Background: an optimization exercise with open tools, aiming at small area. Do not read the settings as production practice.
Function was checked by simulation only, so behaviour that the tests miss may differ from the original.
Power and IR drop assume default switching activity.

## processor
module processor (
  input  logic        clk,
  input  logic        reset,
  input  logic [31:0] instruction,
  output logic [31:0] addr,
  output logic [31:0] out,
  output logic        sys_dne,
  output logic        rw
);
Size: about 990 cells after synthesis, about 100 I/O pins, roughly 0.016 mm² of cells after synthesis.
export LEC_CHECK = 0
export CAP_MARGIN = 20
export CORE_MARGIN = 2
export CORE_UTILIZATION = 40
export SLEW_MARGIN = 20
create_clock -name core_clock -period 6.0 [get_ports {clk}]
standard.sh (not shown) runs the stock make flow with config.mk's settings and CLKGATE_MAP_FILE= SYNTH_SCRIPT=/design/flow/synth_recipe.tcl, a recipe that flattens the netlist after the stock synthesis.
==> flow/flow/run.sh <==
#!/bin/bash
# Layout flow: the standard ORFS flow (standard.sh, unchanged synthesis),
# with smaller port buffers and a clock tree of clkbuf_8 clusters without
# dummy loads. Each tool's output goes to its own log in the work folder.
set -euo pipefail
export BUFFER_PORTS_ARGS="-buffer_cell sky130_fd_sc_hd__buf_1"
export CTS_ARGS="-sink_clustering_enable -repair_clock_nets -buf_list sky130_fd_sc_hd__clkbuf_16 -sink_clustering_size 40 -sink_clustering_max_diameter 60 -dont_use_dummy_load"
bash standard.sh synth > log_synth.txt 2>&1
bash standard.sh floorplan > log_floorplan.txt 2>&1
bash standard.sh place > log_place.txt 2>&1
bash standard.sh cts > log_cts.txt 2>&1
bash standard.sh route > log_route.txt 2>&1
bash standard.sh finish > log_finish.txt 2>&1
The baseline completed without violations.
Edit:
--- a/flow/flow/run.sh
+++ b/flow/flow/run.sh
@@ -5,5 +5,5 @@
 set -euo pipefail
 export BUFFER_PORTS_ARGS="-buffer_cell sky130_fd_sc_hd__buf_1"
-export CTS_ARGS="-sink_clustering_enable -repair_clock_nets -buf_list sky130_fd_sc_hd__clkbuf_16 -sink_clustering_size 40 -sink_clustering_max_diameter 60 -dont_use_dummy_load"
+export CTS_ARGS="-sink_clustering_enable -repair_clock_nets -buf_list sky130_fd_sc_hd__clkbuf_8 -sink_clustering_size 20 -sink_clustering_max_diameter 50 -dont_use_dummy_load"
 bash standard.sh synth > log_synth.txt 2>&1
 bash standard.sh floorplan > log_floorplan.txt 2>&1
After rerunning: First-iteration DRC count came out lower by about 2%; die area does not change; worst setup slack stays flat; critical path depth is unchanged; final area goes down by 0.84%; synthesized area is unchanged.
Edit:
==> flow/run.sh (new file) <==
#!/bin/bash
# synth_recipe.tcl (not shown) runs the flow's synth.tcl, then flattens the netlist and writes it again
# the make line also repeats each setting of config.mk as NAME=value (left out here)
make -C /OpenROAD-flow-scripts/flow DESIGN_CONFIG=/design/flow/config.mk WORK_HOME=/design/flow/orfs CLKGATE_MAP_FILE= SYNTH_SCRIPT=/design/flow/synth_recipe.tcl finish
- CTS_BUF_LIST: not set -> sky130_fd_sc_hd__clkbuf_8
- CTS_CLUSTER_DIAMETER: not set -> 40
- CTS_CLUSTER_SIZE: not set -> 30
removed: flow/flow/run.sh
removed: flow/standard.sh
=> The changed run completed with no timing, DRC or antenna violations; wire length came out higher by about 2%; synthesized area is unchanged; flip-flop and latch count stays the same; synthesized cell count does not change; hold slack gains 47 ps.
Edit:
- ABC_AREA: not set -> 1
- CTS_BUF_LIST: sky130_fd_sc_hd__clkbuf_8 -> not set
- CTS_CLUSTER_DIAMETER: 40 -> not set
- CTS_CLUSTER_SIZE: 30 -> not set
Outcome: Sequential share of layout area drops by 2.3 points. Final area climbs by 3.6%. Setup slack improves by 250 ps. Routed wire length climbs by 18%. Core utilization climbs by 0.49 points. Critical path depth climbs by 1. Cell count climbs by about 19%. Count of clock-buffer cells in the layout climbs by 17. Worst hold slack improves by 11 ps.
Edit:
- ABC_AREA: 1 -> not set
- CAP_MARGIN: 20 -> 0
- CTS_BUF_LIST: not set -> sky130_fd_sc_hd__clkbuf_8
- CTS_CLUSTER_DIAMETER: not set -> 50
- CTS_CLUSTER_SIZE: not set -> 20
- SLEW_MARGIN: 20 -> 0
Setup slack gets worse by 310 ps.
Via count fell by 19%.
Clock skew came out higher by 21 ps.
Final area shrinks by 6.4%.
Clock-buffer cell count drops by 29.
Global-route usage came out lower by 2.3 points.
Combinational power falls by 26%.
Core utilization went down by 1.9 points.
Non-clock buffer count goes up by 2.
First-iteration DRC count shrinks by 34%.
Area after synthesis falls by 2.3%.

* * *

== north ==
The RTL this note starts from:
==> flow/design.v <==
module processor (
  input  logic        clk,
  input  logic        reset,
  input  logic [31:0] instruction,
  output logic [31:0] addr,
  output logic [31:0] out,
  output logic        sys_dne,
  output logic        rw
);
  localparam logic [5:0] OP_AND = 6'd6;
  localparam logic [5:0] OP_OR  = 6'd7;
  localparam logic [5:0] OP_XOR = 6'd8;
  localparam logic [5:0] OP_NOT = 6'd9;
  localparam logic [5:0] OP_LI  = 6'd10;
  logic [31:0] pc_q;
  logic [3:0]  ph_q;
  logic        started_q;    
  always_ff @(posedge clk or negedge reset) begin
    if (!reset) begin
      pc_q      <= '0;
      ph_q      <= '0;
      started_q <= 1'b0;
    end else begin
      {pc_q, ph_q} <= {pc_q, ph_q} + 36'd1;
      if (ph_q == 4'd15) started_q <= 1'b1;
    end
  end
  logic [5:0] op;
  logic [4:0] rs, rt, rd, dst;
  logic       is_and, is_or, is_xor, is_not, is_li, wr;
  assign op  = instruction[31:26];
  assign rs  = instruction[25:21];
  assign rt  = instruction[20:16];
  assign rd  = instruction[15:11];
  assign is_and = (op == OP_AND);
  assign is_or  = (op == OP_OR);
  assign is_xor = (op == OP_XOR);
  assign is_not = (op == OP_NOT);
  assign is_li  = (op == OP_LI);
  assign wr     = is_and | is_or | is_xor | is_not | is_li;
  assign dst    = is_li ? rs : (is_not ? rt : rd);
  logic [31:0][15:0] lo_q;
  logic [31:0]       col0;      
  logic [31:0]       we;
  logic a, b, res;
  logic [3:0] wsel_hi;
  logic [7:0] wsel_lo;
  always_comb begin
    wsel_hi = '0;
    wsel_hi[dst[4:3]] = wr;
    wsel_lo = '0;
    wsel_lo[dst[2:0]] = 1'b1;
  end
  logic [7:0] a1, b1;
  logic [1:0] a2, b2;
  for (genvar k = 0; k < 8; k++) begin : g_rd1
    assign a1[k] = col0[4 * k + rs[1:0]];
    assign b1[k] = col0[4 * k + rt[1:0]];
  end
  for (genvar k = 0; k < 2; k++) begin : g_rd2
    assign a2[k] = a1[4 * k + rs[3:2]];
    assign b2[k] = b1[4 * k + rt[3:2]];
  end
  assign a = a2[rs[4]];
  assign b = b2[rt[4]];
  always_comb begin
    if (is_li)       res = instruction[ph_q];
    else if (is_not) res = ~a;
    else if (is_and) res = a & b;
    else if (is_or)  res = a | b;
    else             res = a ^ b;
  end
  for (genvar i = 0; i < 32; i++) begin : g_reg
    assign col0[i] = lo_q[i][0];
    assign we[i]   = wsel_hi[i / 8] & wsel_lo[i % 8];
    always_ff @(posedge clk) begin
      lo_q[i] <= {(we[i] ? res : lo_q[i][0]), lo_q[i][15:1]};
    end
  end
  logic [31:0] hr_q;
  logic [3:0]  tap;
  logic [1:0]  j_rs, j_rt, j_dst;
  logic        cap_a, cap_b, ins;
  logic        ha_q, hb_q, hres;
  assign tap   = {hr_q[24], hr_q[16], hr_q[8], hr_q[0]};
  assign j_rs  = {rs[4] ^ pc_q[0], rs[3]};
  assign j_rt  = {rt[4] ^ pc_q[0], rt[3]};
  assign j_dst = (dst[4:3] - 2'd1) ^ {pc_q[0], 1'b0};
  assign cap_a = ~ph_q[3] & (ph_q[2:0] == rs[2:0]);
  assign cap_b = ~ph_q[3] & (ph_q[2:0] == rt[2:0]);
  assign ins   = wr & ph_q[3] & (ph_q[2:0] == dst[2:0]);
  always_ff @(posedge clk) begin
    if (cap_a) ha_q <= tap[j_rs];
    if (cap_b) hb_q <= tap[j_rt];
  end
  always_comb begin
    if (is_li)       hres = 1'b0;
    else if (is_not) hres = ~ha_q;
    else if (is_and) hres = ha_q & hb_q;
    else if (is_or)  hres = ha_q | hb_q;
    else             hres = ha_q ^ hb_q;
  end
  always_ff @(posedge clk) begin
    hr_q <= {hr_q[0], hr_q[31:1]};
    if (ins) begin
      case (j_dst)
        2'd0: hr_q[31] <= hres;
        2'd1: hr_q[7]  <= hres;
        2'd2: hr_q[15] <= hres;
        default: hr_q[23] <= hres;
      endcase
    end
  end
  logic [15:0] out_lo_q;
  logic        out_hi_q;
  always_ff @(posedge clk) begin
    out_lo_q <= {(wr ? res : (out_lo_q[0] & started_q)), out_lo_q[15:1]};
    if (ph_q == 4'd15) out_hi_q <= wr ? hres : (out_hi_q & started_q);
  end
  assign sys_dne = started_q & (ph_q == 4'd0);
  assign addr    = pc_q;
  assign out     = {{16{out_hi_q}}, out_lo_q};
  assign rw      = 1'b0;
endmodule
==> flow/config.mk <==
export PLATFORM = sky130hd
export DESIGN_NAME = processor
export DESIGN_NICKNAME = processor
export VERILOG_FILES = /design/flow/design.v
export SDC_FILE = /design/flow/constraint.sdc
export NUM_CORES = 4
export LEC_CHECK = 0
export CAP_MARGIN = 20
export CORE_MARGIN = 2
export CORE_UTILIZATION = 65
export PLACE_DENSITY = 0.75
export SLEW_MARGIN = 20
==> flow/constraint.sdc <==
create_clock -name core_clock -period 6.0 [get_ports {clk}]
set_input_delay 1.2000 -clock core_clock [delete_from_list [all_inputs] [get_ports {clk}]]
set_output_delay 1.2000 -clock core_clock [all_outputs]
set_load 0.01 [all_outputs]
==> flow/flow/run.sh <==
#!/bin/bash
# Layout flow: the standard ORFS flow (standard.sh), with
#  - synthesis as standard.sh's, but an area-oriented ABC script for the
#    combinational logic (flow/my_synth.tcl, flow/abc_area.script);
#  - the smallest buffer (buf_1) for the port buffers;
#  - a clock tree of clkbuf_4 clusters, without dummy loads.
# Each step's output goes to its own log in the work folder.
set -euo pipefail
W=$(pwd)
export FLOW_SYNTH_TCL="$W/synth_recipe.tcl"
export FLOW_ABC_SCRIPT="$W/flow/abc_area.script"
export BUFFER_PORTS_ARGS="-buffer_cell sky130_fd_sc_hd__buf_1"
export CTS_ARGS="-sink_clustering_enable -repair_clock_nets -buf_list sky130_fd_sc_hd__clkbuf_4 -sink_clustering_size 12 -sink_clustering_max_diameter 55 -dont_use_dummy_load"
bash standard.sh SYNTH_SCRIPT="$W/flow/my_synth.tcl" synth > log_synth.txt 2>&1
bash standard.sh floorplan > log_floorplan.txt 2>&1
bash standard.sh place > log_place.txt 2>&1
bash standard.sh cts > log_cts.txt 2>&1
bash standard.sh route > log_route.txt 2>&1
bash standard.sh finish > log_finish.txt 2>&1
==> flow/flow/abc_area.script <==
strash
dc2
dch -f
amap -m -F 4 -A 8
topo
==> flow/flow/my_synth.tcl <==
# The standard synthesis (synth_recipe.tcl in the work folder), with one
# change: ABC maps the combinational logic with an area-oriented script
# (flow/abc_area.script) instead of ORFS's delay-oriented one. Everything
# else, the flip-flop mapping included, is unchanged, so the registers keep
# the standard synthesis's names and cell types.
proc abc {args} {
  set i [lsearch -exact $args -script]
  if { $i >= 0 } { lset args [expr { $i + 1 }] $::env(FLOW_ABC_SCRIPT) }
  set j [lsearch -exact $args -D]
  if { $j >= 0 } { set args [lreplace $args $j [expr { $j + 1 }]] }
  yosys abc {*}$args
}
source $::env(FLOW_SYNTH_TCL)
Both conditions hold for north: the flow ran to the end and the final layout passed the timing, DRC and antenna checks.
Relative to north, the following input files were edited for south:
diff --git a/flow/flow/run.sh b/flow/flow/run.sh
--- a/flow/flow/run.sh
+++ b/flow/flow/run.sh
@@ -13 +13 @@
-export CTS_ARGS="-sink_clustering_enable -repair_clock_nets -buf_list sky130_fd_sc_hd__clkbuf_4 -sink_clustering_size 12 -sink_clustering_max_diameter 55 -dont_use_dummy_load"
+export CTS_ARGS="-sink_clustering_enable -repair_clock_nets -buf_list sky130_fd_sc_hd__clkbuf_4 -sink_clustering_size 12 -sink_clustering_max_diameter 40 -dont_use_dummy_load"
==> flow/flow/abc_area.script <==
strash
dc2
dc2
dch -f
amap -m -F 8 -A 16
topo
[summary]
north has a lower area added between synthesis and finish than south.
Lower maximum net fanout on the critical path goes to south over north.
In south, the post-layout total power came out 0.58% above the value in north.
The termination of the worst setup path comes out pc_q[30] in one run and pc_q[31] in the other, namely in north and south respectively.
Global-route wire length before repair, south and north: smaller value in north
On sequential-cell power consumption, south and north are basically level.
Relative to south, the following input files were edited for east:
diff --git a/flow/flow/run.sh b/flow/flow/run.sh
--- a/flow/flow/run.sh
+++ b/flow/flow/run.sh
@@ -13 +13 @@
-export CTS_ARGS="-sink_clustering_enable -repair_clock_nets -buf_list sky130_fd_sc_hd__clkbuf_4 -sink_clustering_size 12 -sink_clustering_max_diameter 40 -dont_use_dummy_load"
+export CTS_ARGS="-sink_clustering_enable -repair_clock_nets -buf_list sky130_fd_sc_hd__clkbuf_4 -sink_clustering_size 12 -sink_clustering_max_diameter 55 -dont_use_dummy_load"
==> flow/flow/abc_area.script <==
&get -n
&st
&dc2
&dch
&nf -R 1000 -F 10 -C 32
&st
&dc2
&dch -f
&nf -R 1000 -F 10 -C 32
&st
&dch -f
&nf -R 1000 -F 10 -C 32
&put
topo
Notes after the runs:
- In summary, east completed successfully, with a layout that passed the timing, DRC and antenna checks.
- In terms of cell area, east and south differ only marginally.
- Re total power of the final layout: south was higher than east.
- On east: total wirelength of the detailed-routed design is about 8% lower than what south gave.
- NOTE: minimum setup slack in the final design in east exceeds that of south
- The lower synthesized area of east and south is in south.
- Higher clock group total power was reported by south, not east.
- The die of east is larger than the one used in south.
- Relative to south, number of buffers and inverters on the critical path decreased by 3 in east.
- Run comparison: east kind of critical path primary input to register; south kind of critical path register to register
- | switching power as a share of total power | higher: south |
Setup changes, east to west
diff --git a/flow/flow/run.sh b/flow/flow/run.sh
--- a/flow/flow/run.sh
+++ b/flow/flow/run.sh
@@ -13 +13 @@
-export CTS_ARGS="-sink_clustering_enable -repair_clock_nets -buf_list sky130_fd_sc_hd__clkbuf_4 -sink_clustering_size 12 -sink_clustering_max_diameter 55 -dont_use_dummy_load"
+export CTS_ARGS="-sink_clustering_enable -repair_clock_nets -buf_list sky130_fd_sc_hd__clkbuf_4 -sink_clustering_size 12 -sink_clustering_max_diameter 40 -dont_use_dummy_load"
Results
- Reported for west and east, sum of buffers and inverters on the critical path turned out identical to the last digit.
- On portion of the layout cell area used by non-clock buffers, west and east are neck and neck.
- Per the comparison of west with east, slew at the pin with the worst max-slew slack went down 0.013 ns; global-route usage +0.17 points; cell area held steady; clock network contribution to total cell area closely matched the old numbers.
- When west is set beside east, its met2 capacity usage during global routing turns out to be 0.34 points larger.
- Utilization after layout: west vs east — no meaningful difference
- Cmp west vs east: worst hold slack across all endpoints lower in west

port drivers added, routing unchanged:
How much do the figures lean on ideal ports? The routed layouts below were timed once more, with nothing changed but the port constraints.
Step 1, drivers: a clkbuf_16 drives clk and a buf_2 each remaining input, both assumed.
Step 2 times the ports against the registers' clock, not the clock port: input delays grow and output delays shrink by t, the midpoint of the rising clock arrivals with the driver on.
Slacks: ideal / step 1 / step 2; pairs: ideal / step 1.
run	t, ns	setup WS [ns]	worst setup path after step 2	latest minus earliest clock arrival (ns)	worst slew at a driven data input, ns
the first run of note 1	0.626	1.603 / 1.632 / 1.006	input to register	0.102 / 0.102	0.05
the second run of note 1	0.602	1.601 / 1.627 / 1.025	input to register	0.106 / 0.106	0.05
the third run of note 1	0.692	1.341 / 1.364 / 0.672	input to register	0.049 / 0.049	0.06
the fourth run of note 1	0.627	1.589 / 1.587 / 0.959	input to register	0.010 / 0.011	0.07
the fifth run of note 1	0.633	1.277 / 1.299 / 0.666	input to register	0.034 / 0.034	0.06
north	0.712	1.197 / 1.197 / 0.772	input to register	0.099 / 0.099	0.07
south	0.701	0.663 / 0.663 / 0.663	register to register	0.104 / 0.103	0.05
east	0.699	1.582 / 1.579 / 0.881	input to register	0.101 / 0.101	0.04
west	0.713	1.575 / 1.575 / 0.862	input to register	0.126 / 0.126	0.04
After both steps setup and hold are still met in every run listed. The setup slack of west, which loses most, moves by 0.000 ns with the drivers and by -0.713 ns with both steps.
